Background: an optimization exercise with open tools, aiming at small area, a short achievable clock period and few clock cycles. Do not read the settings as production practice. At most, simulation tests tie the RTL to the original design; equivalence was not proved. Power figures rest on the tool's default switching activity, not on a simulated workload.

## dither_spi_top
module dither_spi_top (
    input  logic SPI_CLK,
    input  logic rst,
    input  logic SPI_CS,
    input  logic SPI_MOSI,
    output logic SPI_MISO,
    output logic frame_ready
);
Size: ~1,300 cells after synthesis, ~6 I/O pins.
Settings: LEC_CHECK=0, CAP_MARGIN=20, CORE_MARGIN=2, CORE_UTILIZATION=65, CTS_BUF_LIST=sky130_fd_sc_hd__clkbuf_8, CTS_CLUSTER_DIAMETER=60, CTS_CLUSTER_SIZE=20, SLEW_MARGIN=20, SYNTH_MEMORY_MAX_BITS=4096; clock period 10.0 ns.
standard.sh (not shown) runs the stock make flow with config.mk's settings and CLKGATE_MAP_FILE= SYNTH_SCRIPT=/design/flow/synth_recipe.tcl, a recipe that flattens the netlist after the stock synthesis.
==> flow/flow/run.sh <==
#!/bin/bash
bash standard.sh SETUP_SLACK_MARGIN=7 TNS_END_PERCENT=0 \
    BUFFER_PORTS_ARGS="-buffer_cell sky130_fd_sc_hd__buf_4" \
    CTS_ARGS="-sink_clustering_enable -repair_clock_nets -buf_list sky130_fd_sc_hd__clkbuf_16 -sink_clustering_size 24 -sink_clustering_max_diameter 100 -root_buf sky130_fd_sc_hd__clkbuf_16" \
    finish > standard.log 2>&1
Next try:
--- a/flow/design.v
+++ b/flow/design.v
@@ -126,46 +126,49 @@
     assign ga = !f_lc;
     assign g5 = !f_lr;
     assign g3 = !f_lr && !f_fc;
     assign gf = !f_lr && !f_lc;
     assign e7 = {v, 3'b000} - {3'b000, v};
     assign e3 = {1'b0, v, 1'b0} + {2'b00, v};
     assign e5 = {1'b0, v, 2'b00} + {3'b000, v};
-    logic [7:0]  lr [16];
+    logic [7:0]  lr [15];
     logic [3:0]  lwp, lrp;       
     logic        lw_pend, lr_pend, lw_now, lr_now;
-    logic [7:0]  lb, lrd, lbq;
-    logic        cap, acc_q;
+    logic [7:0]  lb, lrd;
+    logic        acc;
     assign lw_now = lw_pend && (lwp[1:0] == 2'd0);
     assign lr_now = lr_pend && (lrp[1:0] == 2'd1);
+    function automatic logic [3:0] md15(input logic [3:0] p, input logic two);
+        logic [4:0] q, r;
+        q = {1'b0, p} + (two ? 5'd2 : 5'd1);
+        r = q - 5'd15;
+        if (q >= 5'd15) md15 = r[3:0];
+        else md15 = q[3:0];
+    endfunction
     always_comb begin
         lrd = lr[0];
         for (int j = 1; j < 4; j++) if (lrp[3:2] == j[1:0]) lrd = lr[4*j];
     end
     always_ff @(posedge SPI_CLK) begin
         for (int q = 0; q < 4; q++) begin
-            lr[4*q] <= (lw_now && lwp[3:2] == q[1:0]) ? s0 : lr[(4*q+15) % 16];
-            for (int k = 1; k < 4; k++) lr[4*q+k] <= lr[4*q+k-1];
+            lr[4*q] <= (lw_now && lwp[3:2] == q[1:0]) ? s0 : lr[(4*q+14) % 15];
+            for (int k = 1; k < 4; k++) if (4*q+k < 15) lr[4*q+k] <= lr[4*q+k-1];
         end
     end
     assign lb  = w1 ? {1'b0, t1} : w2 ? s0 : lrd;
-    assign cap = (w1 || w2) ? p6 : lr_now;
-    always_ff @(posedge SPI_CLK) begin
-        if (cap) lbq <= lb;
-        acc_q <= cap && !(f_r0 && !f_lc) && (stg == ST_PIX || stg == ST_OUT);
-    end
+    assign acc = (w1 || w2) ? p6 : lr_now;
     always_ff @(posedge SPI_CLK) begin
         if (stg == ST_W || stg == ST_H) begin
             lrp     <= 4'd2;
-            lwp     <= wd;
+            lwp     <= (wd == 4'd0) ? 4'd1 : (wd == 4'd15) ? 4'd0 : wd;    
             lw_pend <= 1'b0;
             lr_pend <= 1'b0;
         end else begin
-            lwp <= lwp + (lw_now ? 4'd2 : 4'd1);
-            lrp <= lrp + (lr_now ? 4'd2 : 4'd1);
+            lwp <= md15(lwp, lw_now);
+            lrp <= md15(lrp, lr_now);
             if (p3) lw_pend <= 1'b1;
             else if (lw_now) lw_pend <= 1'b0;
             if (p2) lr_pend <= 1'b1;
             else if (lr_now) lr_pend <= 1'b0;
         end
     end
     always_ff @(posedge SPI_CLK) begin
@@ -184,15 +187,15 @@
             end
             if (p3) s0 <= s0 + {1'b0, t1};
             if (p4) t1 <= g5 ? e5[10:4] : 7'd0;
             if (p5) begin
                 t1 <= t1 + {3'd0, t2};
                 t2 <= gf ? v[7:4] : 4'd0;
             end
-            if (acc_q) pre <= pre + lbq;
+            if (acc && !(f_r0 && !f_lc)) pre <= pre + lb;
         end
     end
     logic [255:0] ring;
     logic [31:0]  wsel;
     assign rd_now = fr && rd_pend && (rp[2:0] == 3'd1);
     always_comb begin
         wsel = '0;
Flip-flop and latch count fell by 17.
Register-to-register slack got worse by 310 ps.
Synthesized area stays flat.
Power climbs slightly.
Wire length rises by a few percent.
Utilization barely changes.
Clock power decreases by a few percent.
Cell area barely changes.
Count of clock-buffer cells in the layout decreases by 1.
Via count went up by a few percent.
Worst setup slack degrades by 22 ps.
Non-clock buffer count rose by 7.
No functional check of the RTL was part of any run of this note.


## rev 12
Another version of the RTL of dither_spi_top (not shown whole).
Size in the first run: roughly 1300 cells after synthesis, roughly 520 flip-flops.
==> flow/config.mk <==
export PLATFORM = sky130hd
export DESIGN_NAME = dither_spi_top
export DESIGN_NICKNAME = dither_spi_top
export VERILOG_FILES = /design/flow/design.v
export SDC_FILE = /design/flow/constraint.sdc
export NUM_CORES = 4
export LEC_CHECK = 0
export CAP_MARGIN = 20
export CORE_MARGIN = 2
export CORE_UTILIZATION = 65
export CTS_BUF_LIST = sky130_fd_sc_hd__clkbuf_8
export CTS_CLUSTER_DIAMETER = 60
export CTS_CLUSTER_SIZE = 20
export SLEW_MARGIN = 20
export SYNTH_MEMORY_MAX_BITS = 4096
==> flow/constraint.sdc <==
create_clock -name core_clock -period 10.0 [get_ports {SPI_CLK}]
set_input_delay 2.0000 -clock core_clock [delete_from_list [all_inputs] [get_ports {SPI_CLK}]]
set_output_delay 2.0000 -clock core_clock [all_outputs]
set_load 0.01 [all_outputs]
Scripts as last shown in full above: flow/flow/run.sh
Here is what was changed in the inputs of rev 13 compared with rev 12.
-- flow/design.v --
<<< rev 12, line 37
    logic [3:0] wd, hd;       
    logic [3:0] col, row;     
    logic       p1, p2, p3, p4, p5, p6, rdy, adv_q, fr, mo, few;
    logic       fr_o, mo_o, fr_n, mo_n;    
    logic       f_lc, f_fc, f_lr, f_r0, f_last;    
>>> rev 13, line 37
    logic [3:0] wd, hd;       
    logic [3:0] col, row;     
    logic       p1, p2, p3, p4, p5, p6, rdy, adv_q, fr, mo, nq, few;
    logic       fr_o, mo_o, fr_n, mo_n;    
    logic       f_lc, f_fc, f_lr, f_r0, f_last;    
<<< rev 12, line 122
    end
    logic       n, ga, g3, g5, gf;
    logic [10:0] ep, eq, ex;
    assign n  = v[7];
    assign ga = !f_lc;
>>> rev 13, line 122
    end
    logic       n, ga, g3, g5, gf;
    logic [10:0] e7;
    logic [9:0]  e3;
    logic [10:0] e5;
    assign n  = v[7];
    assign ga = !f_lc;
<<< rev 12, line 128
    assign g3 = !f_lr && !f_fc;
    assign gf = !f_lr && !f_lc;
    assign ep = p2 ? {2'b00, v, 1'b0} : p3 ? {v, 3'b000} : {1'b0, v, 2'b00};
    assign eq = p3 ? ~{3'b000, v} : {3'b000, v};
    assign ex = ep + eq + {10'd0, p3};
    logic [7:0]  lr [16];
    logic [3:0]  lwp, lrp;       
>>> rev 13, line 130
    assign g3 = !f_lr && !f_fc;
    assign gf = !f_lr && !f_lc;
    assign e7 = {v, 3'b000} - {3'b000, v};
    assign e3 = {1'b0, v, 1'b0} + {2'b00, v};
    assign e5 = {1'b0, v, 2'b00} + {3'b000, v};
    logic [7:0]  lr [16];
    logic [3:0]  lwp, lrp;       
<<< rev 12, line 175
        end else begin
            if (byte_done) v <= byte_in + pre;
            if (p1) v <= v + {7'd0, n};    
            if (p2) s0 <= g3 ? {2'b00, ex[9:4]} : 8'd0;
            if (p3) begin
                s0  <= s0 + {1'b0, t1};
                pre <= ga ? {1'b0, ex[10:4]} : 8'd0;
            end
            if (p4) t1 <= g5 ? ex[10:4] : 7'd0;
            if (p5) begin
                t1 <= t1 + {3'd0, t2};
>>> rev 13, line 177
        end else begin
            if (byte_done) v <= byte_in + pre;
            if (p1) begin
                v  <= v + {7'd0, n};    
                nq <= n;
            end
            if (p2) begin
                s0  <= g3 ? {2'b00, e3[9:4]} : 8'd0;
                pre <= ga ? {1'b0, e7[10:4]} : 8'd0;
            end
            if (p3) s0 <= s0 + {1'b0, t1};
            if (p4) t1 <= g5 ? e5[10:4] : 7'd0;
            if (p5) begin
                t1 <= t1 + {3'd0, t2};
Routed wire length in rev 13 vs rev 12: down about 0.5%. Diff rev 12 -> rev 13 | area of all placed cells without fillers | up slightly. Rev 12 → rev 13: die area has increased; peak supply drop has increased; parity-gate share of the synthesized area counting xor and xnor cells has increased. Via count of the first global-routing pass delta for rev 13 relative to rev 12: 190 lower. Rev 13 vs rev 12, setup slack went up by 27 ps. When the final numbers for rev 12 and rev 13 were put side by side, the wire length of the first global-routing pass turned out to be greater in rev 12. Summary — iteration-0 DRC count of the detailed router, rev 13 relative to rev 12: lower, by about 6%. Rev 12 → rev 13: area added between synthesis and finish now larger; sequential share of layout area now smaller; simple-gate share of the synthesized area now smaller. Combinational group share of total power in rev 13 is 0.4 points below rev 12.
Testbench counts of rev 13, summed over its fixed seeds: cycles 219,664.
No functional check of the RTL was part of rev 12.


dither_spi_top again, from the RTL that the note above started with.
## dither_spi_top
module dither_spi_top (
    input  logic SPI_CLK,
    input  logic rst,
    input  logic SPI_CS,
    input  logic SPI_MOSI,
    output logic SPI_MISO,
    output logic frame_ready
);
    localparam logic [1:0] ST_W = 2'd0, ST_H = 2'd1, ST_PIX = 2'd2, ST_OUT = 2'd3;
    logic       cs_q, mosi_q;
    logic [1:0] stg;
    logic [2:0] bc;           
    logic [6:0] sr;           
    logic [3:0] wd, hd;       
    logic [3:0] col, row;     
    logic       p1, p2, p3, p4, p5, p6, rdy, adv_q, fr, mo, few;
    logic       fr_o, mo_o, fr_n, mo_n;    
    logic       f_lc, f_fc, f_lr, f_r0, f_last;    
    logic [7:0] pre;          
    logic [7:0] v;            
    logic [6:0] t1;           
    logic [3:0] t2;           
    logic [7:0] s0;           
    logic       w1, w2;       
    logic       wr_pend, wr_now, b1, b2, rbit;
    logic [7:0] wp, rp;       
    logic [1:0] fc;           
    logic       bit_take, byte_done, is_last, adv, start, bc7;
    logic [7:0] byte_in;
    assign bit_take  = !cs_q && (stg != ST_OUT);
    assign byte_done = bit_take && (bc == 3'd7);
  ...
Settings: LEC_CHECK=0, CAP_MARGIN=20, CORE_MARGIN=2, CORE_UTILIZATION=65, CTS_BUF_LIST=sky130_fd_sc_hd__clkbuf_8, CTS_CLUSTER_DIAMETER=60, CTS_CLUSTER_SIZE=20, SLEW_MARGIN=20, SYNTH_MEMORY_MAX_BITS=4096; clock period 10.0 ns.
==> flow/flow/run.sh <==
#!/bin/bash
bash standard.sh SETUP_SLACK_MARGIN=7 TNS_END_PERCENT=0 \
    BUFFER_PORTS_ARGS="-buffer_cell sky130_fd_sc_hd__buf_4" \
    CTS_ARGS="-sink_clustering_enable -repair_clock_nets -buf_list sky130_fd_sc_hd__clkbuf_16 -sink_clustering_size 30 -sink_clustering_max_diameter 80 -root_buf sky130_fd_sc_hd__clkbuf_16" \
    finish > standard.log 2>&1
==> next run, changes <==
--- a/flow/design.v
+++ b/flow/design.v
@@ -27,25 +27,25 @@
     input  logic SPI_CS,
     input  logic SPI_MOSI,
     output logic SPI_MISO,
     output logic frame_ready
 );
     localparam logic [1:0] ST_W = 2'd0, ST_H = 2'd1, ST_PIX = 2'd2, ST_OUT = 2'd3;
     logic       cs_q, mosi_q;
     logic [1:0] stg;
     logic [2:0] bc;           
     logic [6:0] sr;           
     logic [3:0] wd, hd;       
     logic [3:0] col, row;     
-    logic       p1, p2, p3, p4, p5, p6, rdy, adv_q, fr, mo, few;
+    logic       p1, p2, p3, p4, p5, p6, rdy, adv_q, fr, mo, nq, few;
     logic       fr_o, mo_o, fr_n, mo_n;    
     logic       f_lc, f_fc, f_lr, f_r0, f_last;    
     logic [7:0] pre;          
     logic [7:0] v;            
     logic [6:0] t1;           
     logic [3:0] t2;           
     logic [7:0] s0;           
     logic       w1, w2;       
     logic       wr_pend, wr_now, b1, b2, rbit;
     logic [7:0] wp, rp;       
     logic [1:0] fc;           
     logic       bit_take, byte_done, is_last, adv, start, bc7;
@@ -112,89 +112,90 @@
                 col <= col + 4'd1;
             end
         end
     end
     always_ff @(posedge SPI_CLK) begin
         f_lc   <= (col == wd);
         f_fc   <= (col == 4'd1);
         f_lr   <= (row == hd);
         f_r0   <= (row == 4'd1);
         f_last <= (col == wd) && (row == hd);
     end
     logic       n, ga, g3, g5, gf;
-    logic [10:0] ep, eq, ex;
+    logic [10:0] e7;
+    logic [9:0]  e3;
+    logic [10:0] e5;
     assign n  = v[7];
     assign ga = !f_lc;
     assign g5 = !f_lr;
     assign g3 = !f_lr && !f_fc;
     assign gf = !f_lr && !f_lc;
-    assign ep = p2 ? {2'b00, v, 1'b0} : p3 ? {v, 3'b000} : {1'b0, v, 2'b00};
-    assign eq = p3 ? ~{3'b000, v} : {3'b000, v};
-    assign ex = ep + eq + {10'd0, p3};
+    assign e7 = {v, 3'b000} - {3'b000, v};
+    assign e3 = {1'b0, v, 1'b0} + {2'b00, v};
+    assign e5 = {1'b0, v, 2'b00} + {3'b000, v};
     logic [7:0]  lr [16];
     logic [3:0]  lwp, lrp;       
-    logic        lw_pend, lr_pend, lw_now, lr_now;
-    logic [7:0]  lb, lrd, lbq;
-    logic        cap, acc_q;
+    logic        lw_pend, lr_pend, lw_now, lr_now, acc;
+    logic [3:0]  rsel;           
+    logic [7:0]  lb;
     assign lw_now = lw_pend && (lwp[1:0] == 2'd0);
-    assign lr_now = lr_pend && (lrp[1:0] == 2'd1);
-    always_comb begin
-        lrd = lr[0];
-        for (int j = 1; j < 4; j++) if (lrp[3:2] == j[1:0]) lrd = lr[4*j];
-    end
+    assign lr_now = |rsel;
     always_ff @(posedge SPI_CLK) begin
         for (int q = 0; q < 4; q++) begin
             lr[4*q] <= (lw_now && lwp[3:2] == q[1:0]) ? s0 : lr[(4*q+15) % 16];
             for (int k = 1; k < 4; k++) lr[4*q+k] <= lr[4*q+k-1];
         end
     end
-    assign lb  = w1 ? {1'b0, t1} : w2 ? s0 : lrd;
-    assign cap = (w1 || w2) ? p6 : lr_now;
-    always_ff @(posedge SPI_CLK) begin
-        if (cap) lbq <= lb;
-        acc_q <= cap && !(f_r0 && !f_lc) && (stg == ST_PIX || stg == ST_OUT);
-    end
+    assign lb  = ({8{rsel[0]}} & lr[0]) | ({8{rsel[1]}} & lr[4]) | ({8{rsel[2]}} & lr[8]) |
+                 ({8{rsel[3]}} & lr[12]) | ({8{p6 && w1}} & {1'b0, t1}) | ({8{p6 && w2}} & s0);
+    assign acc = lr_now || (p6 && (w1 || w2));
     always_ff @(posedge SPI_CLK) begin
         if (stg == ST_W || stg == ST_H) begin
             lrp     <= 4'd2;
             lwp     <= wd;
             lw_pend <= 1'b0;
             lr_pend <= 1'b0;
-        end else begin
+            rsel    <= 4'd0;
+        end else begin
+            for (int j = 0; j < 4; j++)
+                rsel[j] <= (p2 || lr_pend) && !w1 && !w2 && (lrp[1:0] == 2'd0) && (lrp[3:2] == j[1:0]);
             lwp <= lwp + (lw_now ? 4'd2 : 4'd1);
             lrp <= lrp + (lr_now ? 4'd2 : 4'd1);
             if (p3) lw_pend <= 1'b1;
             else if (lw_now) lw_pend <= 1'b0;
             if (p2) lr_pend <= 1'b1;
             else if (lr_now) lr_pend <= 1'b0;
         end
     end
     always_ff @(posedge SPI_CLK) begin
         if (stg == ST_W || stg == ST_H) begin
             pre <= '0;
             t2  <= '0;
         end else begin
             if (byte_done) v <= byte_in + pre;
-            if (p1) v <= v + {7'd0, n};    
-            if (p2) s0 <= g3 ? {2'b00, ex[9:4]} : 8'd0;
-            if (p3) begin
-                s0  <= s0 + {1'b0, t1};
-                pre <= ga ? {1'b0, ex[10:4]} : 8'd0;
-            end
-            if (p4) t1 <= g5 ? ex[10:4] : 7'd0;
+            if (p1) begin
+                v  <= v + {7'd0, n};    
+                nq <= n;
+            end
+            if (p2) begin
+                s0  <= g3 ? {2'b00, e3[9:4]} : 8'd0;
+                pre <= ga ? {1'b0, e7[10:4]} : 8'd0;
+            end
+            if (p3) s0 <= s0 + {1'b0, t1};
+            if (p4) t1 <= g5 ? e5[10:4] : 7'd0;
             if (p5) begin
                 t1 <= t1 + {3'd0, t2};
                 t2 <= gf ? v[7:4] : 4'd0;
             end
-            if (acc_q) pre <= pre + lbq;
+            if (acc && !(f_r0 && !f_lc)) pre <= pre + lb;
         end
     end
     logic [255:0] ring;
     logic [15:0]  wsel;
     logic         qa, qb, pa, pb;       
     logic [1:0]   cnt;                  
     logic         b3, fetch, rbit_i;
     always_comb begin
         wsel = '0;
         wsel[wp[7:4]] = wr_now;
     end
     always_ff @(posedge SPI_CLK) begin
Outcome:
- die area went down by about 1.5%
- total power went down by 9.2%
- sequential cell count went down by 5
- synthesized area went down by about 1.5%
- sequential share of layout area stays flat
- worst hold slack improved by 0.012 ns
- worst setup slack improved by 0.034 ns
- cell count went down by 0.62%
- clock skew went down by 0.016 ns
- wire length went up by 0.34%
- fmax went up by 1.1%
- cell area went down by about 1.7%
- utilization went down by 0.61 points
- non-clock buffer count stays the same
Testbench counts after the change, summed over its fixed seeds: cycles 219,664.
No functional check of the RTL was part of the first run of this note.

[static timing again, ports no longer ideal]
The results above use ideal ports. As a check the final layouts listed here were re-extracted and re-timed, cells and wires unchanged.
Step 1, drivers: a clkbuf_16 drives SPI_CLK and a buf_2 each remaining input, both assumed.
Step 2 moves the port delays by t, midway between the first and last clock arrival at a register: inputs arrive t later, outputs are due t later. That takes back most of the time a late clock gives input paths.
Three values: ideal ports, drivers, drivers and shift; two values: the first two.
run | shift t [ns] | slack for setup (ns) | clock arrival spread, ns | worst register clock-pin slew, ns
the first run of note 1 | 0.604 | 6.997 / 6.949 / 7.011 | 0.020 / 0.020 | 0.10 / 0.10
the second run of note 1 | 0.591 | 6.975 / 6.937 / 6.975 | 0.034 / 0.034 | 0.10 / 0.10
rev 12 | 0.609 | 6.981 / 6.929 / 7.026 | 0.022 / 0.021 | 0.10 / 0.10
rev 13 | 0.604 | 7.009 / 6.960 / 6.953 | 0.018 / 0.018 | 0.10 / 0.10
the first run of note 3 | 0.591 | 6.980 / 6.928 / 7.048 | 0.039 / 0.039 | 0.12 / 0.12
the second run of note 3 | 0.587 | 7.014 / 6.965 / 6.970 | 0.020 / 0.021 | 0.12 / 0.12
After both steps every run listed still meets setup and hold. The setup slack of rev 13, which loses most, moves by -0.049 ns with the drivers and by -0.056 ns with both steps.
